Source: an optimization exercise on an open RTL-to-GDS flow (aim: small area and a short achievable clock period). Production flows keep margins and buffers that such runs may drop. Only simulation tests tie the RTL to the original design; equivalence was not proved.

Setup of v6:
==> module multi_rf_renamer, before the edit <==
module multi_rf_renamer (
  input  logic        clk,
  input  logic        rst,
  output logic        init_done,
  input  logic        rename_req,
  input  logic [0:0]  rename_rf,
  input  logic [4:0]  rename_rd,
  output logic        rename_ready,
  output logic [5:0]  rename_phys_rd,
  input  logic [2:0]  rs_rf,
  input  logic [14:0] rs_addr,
  output logic [17:0] rs_phys,
  input  logic        issue_commit,
  input  logic        rollback,
  input  logic        retire_valid,
  input  logic        retire_discard,
  output logic        inuse_full
);
  logic       run;
  logic [4:0] init_cnt;
  always_ff @(posedge clk or negedge rst) begin
    if (!rst) begin
      run      <= 1'b0;
      init_cnt <= '0;
    end else if (!run) begin
      init_cnt <= init_cnt + 1'b1;
      if (init_cnt == 5'd31) run <= 1'b1;
    end
  end
  assign init_done = run;
  logic [5:0] tbl [64];
  function automatic logic [5:0] tbl_rd(input logic [5:0] idx);
    logic [5:0]  q [4];
    logic [5:0]  grp;
    logic [15:0] sel;
    sel    = 16'(1) << idx[5:2];
    tbl_rd = '0;
    for (int g = 0; g < 16; g++) begin
      for (int k = 0; k < 4; k++) q[k] = (g == 0 && k == 0) ? 6'd0 : tbl[4*g + k];
      grp = idx[1] ? (idx[0] ? q[3] : q[2]) : (idx[0] ? q[1] : q[0]);
      tbl_rd = tbl_rd | ({6{sel[g]}} & grp);
    end
  endfunction
  logic       prev_nz;    
  logic       prev_rf;
  logic [4:0] prev_rd;
  logic [5:0] prev_old;
  logic [5:0] prev_new;   
  logic [11:0] iu_mem [32];    
  logic [4:0]  iu_rd_ptr, iu_wr_ptr;
  logic [5:0]  iu_count;
  function automatic logic [11:0] iu_rd(input logic [4:0] idx);
    logic [11:0] lv [32];
    for (int i = 0; i < 32; i++) lv[i] = iu_mem[i];
    for (int b = 0; b < 5; b++)
      for (int i = 0; i < (32 >> (b + 1)); i++)
        lv[i] = idx[b] ? lv[2*i + 1] : lv[2*i];
    iu_rd = lv[0];
  endfunction
  logic        h_rf;                   
  logic [4:0]  h_rd;
  logic [5:0]  h_old;
  assign {h_rf, h_rd, h_old} = iu_rd(iu_rd_ptr);
  assign inuse_full = iu_count[5];
  logic [1:0] fl_push, fl_pop, fl_unpop, fl_empty;
  logic [5:0] fl_head [2];
  logic rename_zero, rename_fire, ren_write;
  logic rollback_fire, retire_fire, discard_fire, iu_push;
  assign rename_zero    = (rename_rd == 5'd0) & ~rename_rf[0];
  assign rename_ready   = run & ~rollback & ~(retire_valid & retire_discard)
                        & (rename_zero | ~fl_empty[rename_rf]);
  assign rename_phys_rd = rename_zero ? 6'd0 : fl_head[rename_rf];
  assign rename_fire    = rename_req & rename_ready;
  assign ren_write      = rename_fire & ~rename_zero;
  assign rollback_fire  = run & rollback & prev_nz;
  assign retire_fire    = run & retire_valid & (iu_count != 6'd0);
  assign discard_fire   = retire_fire & retire_discard;
  assign iu_push        = run & issue_commit & prev_nz & ~inuse_full;
  always_comb begin
    fl_push  = '0;
    fl_pop   = '0;
    fl_unpop = '0;
    fl_push[h_rf]       = retire_fire;
    fl_pop[rename_rf]   = ren_write;
    fl_unpop[prev_rf]   = rollback_fire;
  end
  for (genvar r = 0; r < 2; r++) begin : g_fl
    multi_rf_renamer_free_list u_fl (
      .clk       (clk),
      .rst       (rst),
      .init      (~run),
      .init_idx  (init_cnt),
      .push      (fl_push[r]),
      .push_keep (retire_discard),
      .push_phys (h_old),
      .pop       (fl_pop[r]),
      .rollback  (fl_unpop[r]),
      .rollback_phys (prev_new),
      .head      (fl_head[r]),
      .empty     (fl_empty[r])
    );
  end
  logic       tw_en;
  logic       tw_rf;
  logic [4:0] tw_rd;
  logic [5:0] tw_data;
  always_comb begin
    tw_en   = ren_write;
    tw_rf   = rename_rf;
    tw_rd   = rename_rd;
    tw_data = rename_phys_rd;
    if (rollback_fire) begin
      tw_en   = 1'b1;
      tw_rf   = prev_rf;
      tw_rd   = prev_rd;
      tw_data = prev_old;
    end else if (discard_fire) begin
      tw_en   = 1'b1;
      tw_rf   = h_rf;
      tw_rd   = h_rd;
      tw_data = h_old;
    end
    if (!run) begin
      tw_rd   = init_cnt;
      tw_data = {1'b0, init_cnt};
    end
  end
  always_ff @(posedge clk) begin
    for (int i = 1; i < 64; i++)
      if (tw_rd == 5'(i) && (!run || (tw_en && tw_rf == (i >= 32)))) tbl[i] <= tw_data;
  end
  always_comb begin
    for (int p = 0; p < 3; p++)
      rs_phys[6*p +: 6] = tbl_rd({rs_rf[p], rs_addr[5*p +: 5]});
  end
  always_ff @(posedge clk or negedge rst) begin
    if (!rst)             prev_nz <= 1'b0;
    else if (rename_fire) prev_nz <= ~rename_zero;
  end
  always_ff @(posedge clk) begin
    if (rename_fire) begin
      prev_rf  <= rename_rf;
      prev_rd  <= rename_rd;
      prev_old <= tbl_rd({rename_rf, rename_rd});
      prev_new <= rename_phys_rd;
    end
  end
  always_ff @(posedge clk) begin
    for (int i = 0; i < 32; i++)
      if (iu_push && iu_wr_ptr == 5'(i)) iu_mem[i] <= {prev_rf, prev_rd, prev_old};
  end
  always_ff @(posedge clk or negedge rst) begin
    if (!rst) begin
      iu_rd_ptr <= '0;
      iu_wr_ptr <= '0;
      iu_count  <= '0;
    end else begin
      if (iu_push)     iu_wr_ptr <= iu_wr_ptr + 1'b1;
      if (retire_fire) iu_rd_ptr <= iu_rd_ptr + 1'b1;
      iu_count <= iu_count + 6'(iu_push) - 6'(retire_fire);
    end
  end
endmodule
export LEC_CHECK = 0
export CAP_MARGIN = 20
export CORE_MARGIN = 2
export CORE_UTILIZATION = 55
export CTS_BUF_LIST = sky130_fd_sc_hd__clkbuf_4 sky130_fd_sc_hd__clkbuf_8
export SETUP_SLACK_MARGIN = 2.0
export SLEW_MARGIN = 20
create_clock -name core_clock -period 5.2 [get_ports {clk}]
run.sh (not shown) runs the stock make flow with config.mk's settings and CLKGATE_MAP_FILE= SYNTH_SCRIPT=/design/flow/synth_recipe.tcl, a recipe that flattens the netlist after the stock synthesis.
What v7 does differently from v6 at the input level:
--- a/flow/design.v
+++ b/flow/design.v
@@ -95,19 +95,20 @@
     end
   end
   assign init_done = run;
   logic [5:0] tbl [64];
   function automatic logic [5:0] tbl_rd(input logic [5:0] idx);
-    logic [5:0]  q [4];
-    logic [5:0]  grp;
-    logic [15:0] sel;
-    sel    = 16'(1) << idx[5:2];
+    logic [5:0]  lv [2];
+    logic [31:0] sel;
+    sel    = 32'(1) << idx[5:1];
     tbl_rd = '0;
-    for (int g = 0; g < 16; g++) begin
-      for (int k = 0; k < 4; k++) q[k] = (g == 0 && k == 0) ? 6'd0 : tbl[4*g + k];
-      grp = idx[1] ? (idx[0] ? q[3] : q[2]) : (idx[0] ? q[1] : q[0]);
-      tbl_rd = tbl_rd | ({6{sel[g]}} & grp);
+    for (int g = 0; g < 32; g++) begin
+      for (int k = 0; k < 2; k++) lv[k] = (g == 0 && k == 0) ? 6'd0 : tbl[2*g + k];
+      for (int b = 0; b < 1; b++)
+        for (int k = 0; k < (2 >> (b + 1)); k++)
+          lv[k] = idx[b] ? lv[2*k + 1] : lv[2*k];
+      tbl_rd = tbl_rd | ({6{sel[g]}} & lv[0]);
     end
   endfunction
   logic       prev_nz;    
   logic       prev_rf;
   logic [4:0] prev_rd;
--- outcome ---
No final results exist for v7, since it was stopped by error GRT-0232 during global routing (5_1_grt). The worst setup timing slack at the placement stage number comes out lower for v7 vs v6. Diff v6 -> v7 | number of nets produced by synthesis | up by more than 10%. v7 vs. v6: number of clock buffers inserted by TritonCTS went up, combined area of all synthesized cells went down, area fraction in compound gates after synthesis went up, number of post-CTS setup repair buffers went up. The xor and xnor area share after synthesis of v7 and that of v6 are within noise of each other.

==> what the ideal ports hide <==
The flow's constraints put no driver on any port. The routed layout listed below was extracted and timed again, unchanged, in two steps. Step 1, drivers: a clkbuf_16 drives clk and a buf_2 each remaining input, both assumed. Step 2 times the ports against the registers' clock, not the clock port: input delays grow and output delays shrink by t, the midpoint of the rising clock arrivals with the driver on. Three values: no drivers, after step 1, after step 2; two values: the first two.
run: v6
t, ns: 0.958
setup WS [ns]: 0.950 / 0.703 / 0.557
clock arrival spread, ns: 0.083 / 0.083
worst data-port slew with drivers (ns): 0.30
After both steps setup and hold are still met in v6. For v6, drivers alone change the setup slack by -0.247 ns; drivers and shift together by -0.393 ns.
